From an optimization exercise on the open Yosys and OpenROAD flow, aimed at small area, a short achievable clock period and few clock cycles; shortcuts taken in it are not production practice.
No functional check of the RTL was part of any run shown here.
Power is estimated from default activity; no workload was simulated.

==> flow/design.v (outline; a module is shown in full before it is edited, if it fits) <==
// module alu_arbiter: 994 lines
module alu_arbiter #(
  parameter int MUL_LAT = 3
) (
  input  logic        clk,
  input  logic        reset,
  input  logic        i_reqA_valid,
  input  logic        i_reqB_valid,
  output logic        o_reqA_ready,
  output logic        o_reqB_ready,
  input  logic [31:0] i_reqA_op1,
  input  logic [31:0] i_reqA_op2,
  input  logic [31:0] i_reqB_op1,
  input  logic [31:0] i_reqB_op2,
  input  logic [3:0]  i_reqA_sel,
  input  logic [3:0]  i_reqB_sel,
  output logic        o_rsp_valid,
  input  logic        i_rsp_ready,
  output logic        o_rsp_id,
  output logic [31:0] o_rsp_data,
  output logic        o_rsp_zflag,
  output logic        o_busy
);
  // ...
==> flow/flow/run.sh <==
#!/bin/bash
# Standard ORFS layout, except that the port buffers are buf_1 cells (which
# the resizer may upsize) instead of the default delay-buffer cell.
set -euo pipefail
bash standard.sh synth > log_synth.txt 2>&1
bash standard.sh BUFFER_PORTS_ARGS="-buffer_cell sky130_fd_sc_hd__buf_1" finish > log_layout.txt 2>&1
==> flow/standard.sh <==
#!/bin/bash
# synth_recipe.tcl (not shown) runs the flow's synth.tcl, then flattens the netlist and writes it again
# the make line also repeats each setting of config.mk as NAME=value (left out here)
make -C /OpenROAD-flow-scripts/flow DESIGN_CONFIG=/design/flow/config.mk WORK_HOME=/design/flow/orfs CLKGATE_MAP_FILE= SYNTH_SCRIPT=/design/flow/synth_recipe.tcl "${@:-finish}"
==> flow/config.mk <==
export PLATFORM = sky130hd
export DESIGN_NAME = alu_arbiter
export DESIGN_NICKNAME = alu_arbiter
export VERILOG_FILES = /design/flow/design.v
export SDC_FILE = /design/flow/constraint.sdc
export NUM_CORES = 4
export LEC_CHECK = 0
export ABC_AREA = 1
export ABC_CLOCK_PERIOD_IN_PS = 4500
export CAP_MARGIN = 20
export CORE_MARGIN = 2
export CORE_UTILIZATION = 40
export SETUP_SLACK_MARGIN = 5.0
export SLEW_MARGIN = 20
==> flow/constraint.sdc <==
create_clock -name core_clock -period 9.5 [get_ports {clk}]
set_input_delay 1.9000 -clock core_clock [delete_from_list [all_inputs] [get_ports {clk}]]
set_output_delay 1.9000 -clock core_clock [all_outputs]
set_load 0.01 [all_outputs]
==> qor.yml, run 1 <==
portBuffers: 178
synth_nets: 3236
rsz0062_at_grt: "yes"
drt-met1-wl_microns: 31800
multi_input_area_sq_um: 15600
drive_gt1_share_pct: 14.3
p_clk_share_pct: 7.7
critical_path_class: "in -> out"
p_leak_nw: 11.9
hold_depth: 0
tap_cells: 748
period_share_pct: 48.7
status: "finished clean"
synth_xor_area_share_pct: 12.6
clock_buffer_count: 18
critPathBufInv: 6
syn2layout_area_growth_pct: 14.7
power.group.top: "combinational cells"
r2r_end: "r28_0"
worst_pin_slew_ns: 1.00
die_y_microns: 239
top_usage_layer: "met2"
ys_seq_elements: 184
postRouteAntennaNets: 0
cts.sinks: 184
stdcell_area_sq_um: 25400
synth_top_family_by_area: "adder cells"
r2r-start: "bo[8]"
dp_cells: 3529
dr_total_vias: 19600
highest_layer: "met5"
wl_per_cell_microns: 21.2
drc_errors: 0
setup_viol: 0
==> run 2, diff against run 1 <==
--- a/flow/design.v
+++ b/flow/design.v
@@ -16,59 +16,50 @@
   output logic        o_rsp_valid,
   input  logic        i_rsp_ready,
   output logic        o_rsp_id,
   output logic [31:0] o_rsp_data,
   output logic        o_rsp_zflag,
   output logic        o_busy
 );
   logic        last_b;       
-  logic        cap_b, cap_v, other_v, stall, acc_ok, accept;
+  logic        grant_b, stall, accept;
   logic [31:0] a, b;
   logic [3:0]  sel;
   logic        is_mul, is_add, is_sub, is_and, is_or, is_slt;
-  logic [31:0] ax, ay;
+  logic [31:0] ax;
   logic [15:0] d_one, d_two, d_neg;
   logic        v1, id1;      
   logic [31:0] ma;           
-  logic [31:0] ay1;          
-  logic        cin1;         
   logic [15:0] bo, bt, bn;   
   logic        v2, id2;      
-  logic        cin2;
-  assign other_v = id1 ? i_reqA_valid : i_reqB_valid;
-  always_comb begin
-    if (v1) begin
-      cap_v = other_v;
-      cap_b = ~id1;
-    end else begin
-      cap_v = i_reqA_valid | i_reqB_valid;
-      cap_b = i_reqB_valid & (~i_reqA_valid | ~last_b);
-    end
-  end
+  assign grant_b      = i_reqB_valid & (~i_reqA_valid | ~last_b);
   assign stall        = v2 & ~i_rsp_ready;
-  assign acc_ok       = v1 & ~stall & ~reset & ~(other_v & (last_b == id1));
-  assign o_reqA_ready = acc_ok & ~id1 & i_reqA_valid;
-  assign o_reqB_ready = acc_ok & id1 & i_reqB_valid;
+  assign o_reqA_ready = ~reset & ~stall & i_reqA_valid & ~grant_b;
+  assign o_reqB_ready = ~reset & ~stall & grant_b;
   assign accept       = o_reqA_ready | o_reqB_ready;
   assign o_rsp_valid  = v2;
   assign o_rsp_id     = id2;
-  assign o_busy       = v2;
-  assign a   = cap_b ? i_reqB_op1 : i_reqA_op1;
-  assign b   = cap_b ? i_reqB_op2 : i_reqA_op2;
-  assign sel = cap_b ? i_reqB_sel : i_reqA_sel;
+  assign o_busy       = v1 | v2;
+  assign a   = grant_b ? i_reqB_op1 : i_reqA_op1;
+  assign b   = grant_b ? i_reqB_op2 : i_reqA_op2;
+  assign sel = grant_b ? i_reqB_sel : i_reqA_sel;
   assign is_and = (sel == 4'b0000);
   assign is_or  = (sel == 4'b0001);
   assign is_add = (sel == 4'b0010);
   assign is_mul = (sel == 4'b0011);
   assign is_sub = (sel == 4'b0110);
   assign is_slt = (sel == 4'b0111);
-  assign ax = ({32{is_add | is_sub | is_mul}} & a) | ({32{is_and}} & (a & b)) |
-              ({32{is_or}} & (a | b)) | {31'b0, is_slt & (a < b)};
-  assign ay = ({32{is_add}} & b) | ({32{is_sub}} & ~b);
+  logic        inv_b, cout;
+  logic [31:0] sum1;
+  assign inv_b = is_sub | is_slt;
+  assign {cout, sum1} = {1'b0, a} + {1'b0, b ^ {32{inv_b}}} + {32'b0, inv_b};
+  assign ax = ({32{is_mul}} & a) | ({32{is_add | is_sub}} & sum1) |
+              ({32{is_and}} & (a & b)) | ({32{is_or}} & (a | b)) |
+              {31'b0, is_slt & ~cout};
   always_comb begin
     for (int i = 0; i < 16; i++) begin
       logic b1, b0, bm;
       b1 = b[2*i+1];
       b0 = b[2*i];
       bm = (i == 0) ? 1'b0 : b[2*i-1];
       d_one[i] = is_mul & (b0 ^ bm);
       d_two[i] = is_mul & ((b1 & ~b0 & ~bm) | (~b1 & b0 & bm));
@@ -76,30 +67,30 @@
     end
     d_one[0] = ~is_mul | (b[0]);
   end
   always_ff @(posedge clk or posedge reset) begin
     if (reset) begin
       last_b <= 1'b1;
       v1     <= 1'b0;
       v2     <= 1'b0;
-    end else begin
-      v1 <= cap_v;
-      if (accept) last_b <= id1;
-      if (!stall) v2 <= accept;
+    end else if (!stall) begin
+      if (accept) last_b <= grant_b;
+      v1 <= accept;
+      v2 <= v1;
     end
   end
   always_ff @(posedge clk) begin
-    id1  <= cap_b;
-    ma   <= ax;
-    ay1  <= ay;
-    cin1 <= is_sub;
-    bo   <= d_one;
-    bt   <= d_two;
-    bn   <= d_neg;
+    if (!stall) begin
+      id1  <= grant_b;
+      ma   <= ax;
+      bo   <= d_one;
+      bt   <= d_two;
+      bn   <= d_neg;
+    end
   end
   wire pp0_0 = (bo[0] & ma[0]) ^ bn[0];
   wire pp0_1 = ((bo[0] & ma[1]) | (bt[0] & ma[0])) ^ bn[0];
   wire pp0_2 = ((bo[0] & ma[2]) | (bt[0] & ma[1])) ^ bn[0];
   wire pp0_3 = ((bo[0] & ma[3]) | (bt[0] & ma[2])) ^ bn[0];
   wire pp0_4 = ((bo[0] & ma[4]) | (bt[0] & ma[3])) ^ bn[0];
   wire pp0_5 = ((bo[0] & ma[5]) | (bt[0] & ma[4])) ^ bn[0];
   wire pp0_6 = ((bo[0] & ma[6]) | (bt[0] & ma[5])) ^ bn[0];
@@ -844,17 +835,16 @@
   wire tx474 = tx472 ^ tc240;
   wire tx475 = tc242 ^ tx473;
   wire tx476 = tx474 ^ tx475;
   wire tx477 = tc336 ^ tc338;
   wire tx478 = tx476 ^ tx477;
   logic r0_0;
   logic r0_1;
   logic r1_0;
-  logic r1_1;
   logic r2_0;
   logic r2_1;
   logic r3_0;
   logic r3_1;
   logic r4_0;
   logic r4_1;
   logic r5_0;
   logic r5_1;
@@ -909,86 +899,82 @@
   logic r30_0;
   logic r30_1;
   logic r31_0;
   logic r31_1;
   logic r31_2;
   always_ff @(posedge clk) begin
     if (!stall) begin
       id2  <= id1;
-      cin2 <= cin1;
-      r0_0 <= bn[0] | ay1[0];
+      r0_0 <= bn[0];
       r0_1 <= pp0_0;
       r1_0 <= pp0_1;
-      r1_1 <= ay1[1];
-      r2_0 <= pp1_0 | ay1[2];
+      r2_0 <= pp1_0;
       r2_1 <= ts393;
-      r3_0 <= tc394 | ay1[3];
+      r3_0 <= tc394;
       r3_1 <= ts395;
-      r4_0 <= tc396 | ay1[4];
+      r4_0 <= tc396;
       r4_1 <= ts397;
-      r5_0 <= tc398 | ay1[5];
+      r5_0 <= tc398;
       r5_1 <= ts399;
-      r6_0 <= tc400 | ay1[6];
+      r6_0 <= tc400;
       r6_1 <= ts401;
-      r7_0 <= tc402 | ay1[7];
+      r7_0 <= tc402;
       r7_1 <= ts403;
-      r8_0 <= tc404 | ay1[8];
+      r8_0 <= tc404;
       r8_1 <= ts405;
-      r9_0 <= tc406 | ay1[9];
+      r9_0 <= tc406;
       r9_1 <= ts407;
-      r10_0 <= tc408 | ay1[10];
+      r10_0 <= tc408;
       r10_1 <= ts409;
-      r11_0 <= tc410 | ay1[11];
+      r11_0 <= tc410;
       r11_1 <= ts411;
-      r12_0 <= tc412 | ay1[12];
+      r12_0 <= tc412;
       r12_1 <= ts413;
-      r13_0 <= tc414 | ay1[13];
+      r13_0 <= tc414;
       r13_1 <= ts415;
-      r14_0 <= tc416 | ay1[14];
+      r14_0 <= tc416;
       r14_1 <= ts417;
-      r15_0 <= tc418 | ay1[15];
+      r15_0 <= tc418;
       r15_1 <= ts419;
-      r16_0 <= tc420 | ay1[16];
+      r16_0 <= tc420;
       r16_1 <= ts421;
-      r17_0 <= tc422 | ay1[17];
+      r17_0 <= tc422;
       r17_1 <= ts423;
-      r18_0 <= tc424 | ay1[18];
+      r18_0 <= tc424;
       r18_1 <= ts425;
-      r19_0 <= tc426 | ay1[19];
+      r19_0 <= tc426;
       r19_1 <= ts427;
-      r20_0 <= tc428 | ay1[20];
+      r20_0 <= tc428;
       r20_1 <= ts429;
-      r21_0 <= tc430 | ay1[21];
+      r21_0 <= tc430;
       r21_1 <= ts431;
-      r22_0 <= tc432 | ay1[22];
+      r22_0 <= tc432;
       r22_1 <= ts433;
-      r23_0 <= tc434 | ay1[23];
+      r23_0 <= tc434;
       r23_1 <= ts435;
-      r24_0 <= tc436 | ay1[24];
+      r24_0 <= tc436;
       r24_1 <= ts437;
-      r25_0 <= tc438 | ay1[25];
+      r25_0 <= tc438;
       r25_1 <= ts439;
-      r26_0 <= tc440 | ay1[26];
+      r26_0 <= tc440;
       r26_1 <= ts441;
-      r27_0 <= tc442 | ay1[27];
+      r27_0 <= tc442;
       r27_1 <= ts443;
-      r28_0 <= tc444 | ay1[28];
+      r28_0 <= tc444;
       r28_1 <= ts445;
-      r29_0 <= tc446 | ay1[29];
+      r29_0 <= tc446;
       r29_1 <= ts447;
-      r30_0 <= tc448 | ay1[30];
+      r30_0 <= tc448;
       r30_1 <= ts449;
-      r31_0 <= tc392 | ay1[31];
+      r31_0 <= tc392;
       r31_1 <= tx478;
       r31_2 <= tc450;
     end
   end
   wire ux479 = r31_0 ^ r31_1;
   wire ux480 = r31_2 ^ ux479;
   logic [31:0] fs, fc;
   assign fs = {ux480, r30_0, r29_0, r28_0, r27_0, r26_0, r25_0, r24_0, r23_0, r22_0, r21_0, r20_0, r19_0, r18_0, r17_0, r16_0, r15_0, r14_0, r13_0, r12_0, r11_0, r10_0, r9_0, r8_0, r7_0, r6_0, r5_0, r4_0, r3_0, r2_0, r1_0, r0_0};
-  assign fc = {1'b0, r30_1, r29_1, r28_1, r27_1, r26_1, r25_1, r24_1, r23_1, r22_1, r21_1, r20_1, r19_1, r18_1, r17_1, r16_1, r15_1, r14_1, r13_1, r12_1, r11_1, r10_1, r9_1, r8_1, r7_1, r6_1, r5_1, r4_1, r3_1, r2_1, r1_1, r0_1};
-  logic [32:0] sum;
-  assign sum         = {fs, 1'b1} + {fc, cin2};    
-  assign o_rsp_data  = sum[32:1];
-  assign o_rsp_zflag = ((fs ^ fc) == {fs[30:0] | fc[30:0], cin2});
+  assign fc = {1'b0, r30_1, r29_1, r28_1, r27_1, r26_1, r25_1, r24_1, r23_1, r22_1, r21_1, r20_1, r19_1, r18_1, r17_1, r16_1, r15_1, r14_1, r13_1, r12_1, r11_1, r10_1, r9_1, r8_1, r7_1, r6_1, r5_1, r4_1, r3_1, r2_1, 1'b0, r0_1};
+  assign o_rsp_data  = fs + fc;
+  assign o_rsp_zflag = ((fs ^ fc) == {fs[30:0] | fc[30:0], 1'b0});
 endmodule
==> flow/run.sh (new file) <==
#!/bin/bash
# synth_recipe.tcl (not shown) runs the flow's synth.tcl, then flattens the netlist and writes it again
# the make line also repeats each setting of config.mk as NAME=value (left out here)
make -C /OpenROAD-flow-scripts/flow DESIGN_CONFIG=/design/flow/config.mk WORK_HOME=/design/flow/orfs CLKGATE_MAP_FILE= SYNTH_SCRIPT=/design/flow/synth_recipe.tcl finish
removed: flow/flow/run.sh
removed: flow/standard.sh
==> qor.yml, run 2 <==
status: "finished clean"  # unchanged
largest_reg_flops: 32
synth.top_cell.area_share_pct: 20.3  # was 17.8%
hold_class: "reg -> reg"  # unchanged
worst_pin_slew_ns: 0.970  # was 1.00 ns
ys_top_cells_by_area: "edfxtp_1 20%, fa_1 18%, xor2_1 13%"  # was fa_1 18%, xor2_1 12%, ha_1 10%
drt_iter0_drc: 1369  # was 1817
yosysSeqAreaShare_pct: 20.7  # was 19.7%
largest_register: "ma"
cts.sinks: 149  # was 184
netlist_instances: 2643  # was 2714
cts-root-buf: "clkbuf_16"  # unchanged
cts_htree_levels: 4  # unchanged
cts-hold-fix-buffers: 0  # unchanged
viasPerCell: 5.53  # was 5.39
fin_skew_ns: 0.0139  # was 0.0168 ns
synth_nets: 3104  # was 3236
die_w_microns: 236  # was 239 microns
tritoncts: "built"  # unchanged
synth_area_sq_um: 21600  # was 22200 sq um
maxSlewViolCount: 0  # unchanged
portBuffers: 178  # unchanged
end_kind: "output port"  # unchanged
wl_per_cell_microns: 22.0  # was 21.2 microns
grt_max_degree: 76  # was 79
p_leak_nw: 12.8  # was 11.9 nW
cts_buffer_depth: 2  # unchanged
place_congestion: 0.986  # was 0.952
period_needed_ns: 4.63  # about the same
synth_commonest_cells: "461 x inv_1, 336 x nand2_1, 323 x xor2_1"  # was 505 x inv_1, 305 x nand2_1, 299 x xor2_1
antenna_found_initial: 0  # was 2
setup_viol: 0  # unchanged
max_cap_viol_count: 0  # unchanged
cts.clk_slew.worst_paths_ns: 0.07  # was 0.08 ns
syn2layout_area_growth_pct: 29.7  # was 14.7%
ys_types: 54  # unchanged
cp.arrival_ns: 2.73  # about the same
timing.final.ws_setup_ns: 4.87  # about the same
period_share_pct: 48.8  # was 48.7%
grt_pass1_vias: 20400  # was 19900
synth.largest_area_cell: "edfxtp_1"  # was fa_1
fmax_mhz: 216  # about the same
clk_latency_ns: 0.46  # about the same
die_area_sq_um: 55800  # was 57300 sq um
fp.coreArea_sq_um: 53600  # was 55000 sq um
rsz0062_at_grt: "yes"  # unchanged
initial_utilization_pct: 40.3  # about the same
critical_path_required_ns: 7.60  # about the same
dp_slack_ns: 2.97  # was 3.73 ns
die_y_microns: 236  # was 239 microns
avgSynthCellArea_sq_um: 8.16  # was 8.17 sq um
critical_path_class: "reg -> out"  # was in -> out
dr_total_vias: 20100  # was 19600
hold_violations: 0  # unchanged
n_antenna_cell: 0  # was 1
routed_wl_microns: 80100  # was 77000 microns
postRouteAntennaNets: 0  # unchanged
synth_ff_type: "edfxtp_1"  # was dfxtp_1
synthArstFlopShare_pct: 2.01  # was 1.63%
ys_seq_elements: 149  # was 184
power_density_nw_per_um2: 405  # was 363 nW/um^2
slew_headroom_pct: 35.3  # was 33.2%
nets: 3387  # was 3392
crit_fanout: 5  # was 3
cp-start-kind: "flip-flop"  # was input pin
synth.most_common_cell: "inv_1"  # unchanged
grt_use_total_pct: 28.1  # was 26.7%
grt_first_pass_wirelength_microns: 120000  # was 116000 microns
num_rows: 85  # was 86
vdd_drop_max_v: 0.000242  # was 0.000327 V
drc_errors: 0  # unchanged
finalSetupTns_ns: 0  # unchanged
io_pins: 179  # unchanged
place_hpwl_microns: 56400  # was 55700 microns
synth-edff-count: 146  # was 67
layout_commonest_cell: "inv_1"  # unchanged
cts_buffers: 17  # unchanged
layout_common_cells: "432 x inv_1, 310 x xor2_1, 296 x nand2_1"  # was 486 x inv_1, 298 x xor2_1, 296 x nand2_1
yosysWarnings: 1  # unchanged
grt-ovfl-total: 0  # unchanged
firstDrtPassIters: 8  # unchanged
drive_gt1_share_pct: 21.1  # was 14.3%
==> run 2: cell types whose count changed after synthesis, moves of 36 or more <==
cell	change
dfxtp_1	-114
edfxtp_1	+79
a21oi_1	+62
ha_1	-61
inv_1	-44
o21ai_0	+41
o21ai_2	-37
nand4_1	-36
==> run 2: logic make-up (layout without fill, tap and decap cells) <==
kind of cell	after synthesis	in the layout	synth area share [%]
buffers and inverters	625	919	11.2
and+or+nand+nor	614	616	12.1
AOI/OAI and AO/OA	571	571	15.7
xor gates and xnor gates	364	364	14.8
adders and majority gates	320	320	25.4
DFF	149	149	20.7
==> run 2: per-layer routing <==
metal | share of wire, % | global-route usage (%) | vias to the layer above
met5 | 0 | 0 | -
met4 | 5.8 | 16.6 | 0
met3 | 6.6 | 3.86 | 236
met2 | 47 | 46.6 | 953
met1 | 40 | 35.0 | 9716
li1 | - | - | 9209
==> run 2: layout make-up <==
class	count	area, sq um
repair inverters	2	17.5
repair buffers	388	3690
fillers	5019	25600
inverters	497	1940
flip-flops and latches	149	4460
multi-input cells	1871	16400
clock inverters	15	191
clock buffers	17	425
well taps	696	871
==> run 2: through the flow <==
| step | area [sq um] | total power, W | hold slack [ns] | utilization, % | std cells |
|---|---|---|---|---|---|
| final | 28000 | 0.0113 | 0.422 | 52.2 | 3635 |
| after detailed placement | 24100 | 0.00969 | 0.406 | 44.9 | 3431 |
| after global placement | 24100 | 0.00949 | 0.419 | 44.9 | 3431 |
| after CTS | 26600 | 0.0109 | 0.423 | 49.6 | 3569 |
| after global routing | 28000 | 0.0125 | 0.426 | 52.2 | 3635 |
| after floorplan | 21700 | 0.00690 | 0.400 | - | 2643 |
==> run 2: timing repair <==
item / 4_1_cts / 5_1_grt
cloned: 9 / 2
setup endpoints to repair: 120 / 55
resized for setup: 329 / 242
buffers inserted: 97 / 64
pin swaps: 67 / 93
==> run 2: power breakdown <==
part           internal (W)  total, W  switching, W
sequential          0.00144   0.00158      0.000141
combinational       0.00377   0.00904       0.00527
clock              0.000419  0.000709      0.000290
total               0.00562    0.0113       0.00570
==> run 2: worst max-delay path, stage by stage (launching register included) <==
cell and delay (ns):
edfxtp_1 0.40, inv_1 0.10, ha_4 0.33, buf_4 0.13, nand2_4 0.07, nor4_4 0.40, nand3_2 0.17, nand3_4 0.14
nand3_1 0.10, o211ai_1 0.11, xor2_1 0.17, buf_2 0.15
==> run 2: path summary, 6_finish.rpt <==
kind,from,to,slack (ns),depth (start not counted)
max,r8_1,o_rsp_data[29],4.87,11
min,id1,id2,0.42,0
max reg2reg,bn[1],r30_1,5.13,10
min reg2reg,id1,id2,0.42,0
max in group asynchronous,reset,last_b,7.80,4
min in group asynchronous,reset,v2,1.52,4

-- what the ideal ports hide --
The results above use ideal ports. As a check the final layouts listed here were re-extracted and re-timed, cells and wires unchanged. Step 1, drivers: a clkbuf_16 drives clk and a buf_2 each remaining input, both assumed. Step 2, shift: input delay + t, output delay - t, t = (earliest + latest rising clock arrival at the registers) / 2. This alone moves slack from input paths to output paths. Slacks: ideal ports / drivers / drivers and shift; pairs: ideal ports / drivers.
run	t (ns)	setup slack, ns	worst hold slack (ns)
run 1	0.514	4.872 / 4.831 / 4.690	0.404 / 0.404 / 0.404
run 2	0.517	4.868 / 4.808 / 4.417	0.422 / 0.422 / 0.422
After both steps every run listed still meets setup and hold. The setup slack of run 2, which loses most, moves by -0.060 ns with the drivers and by -0.451 ns with both steps.
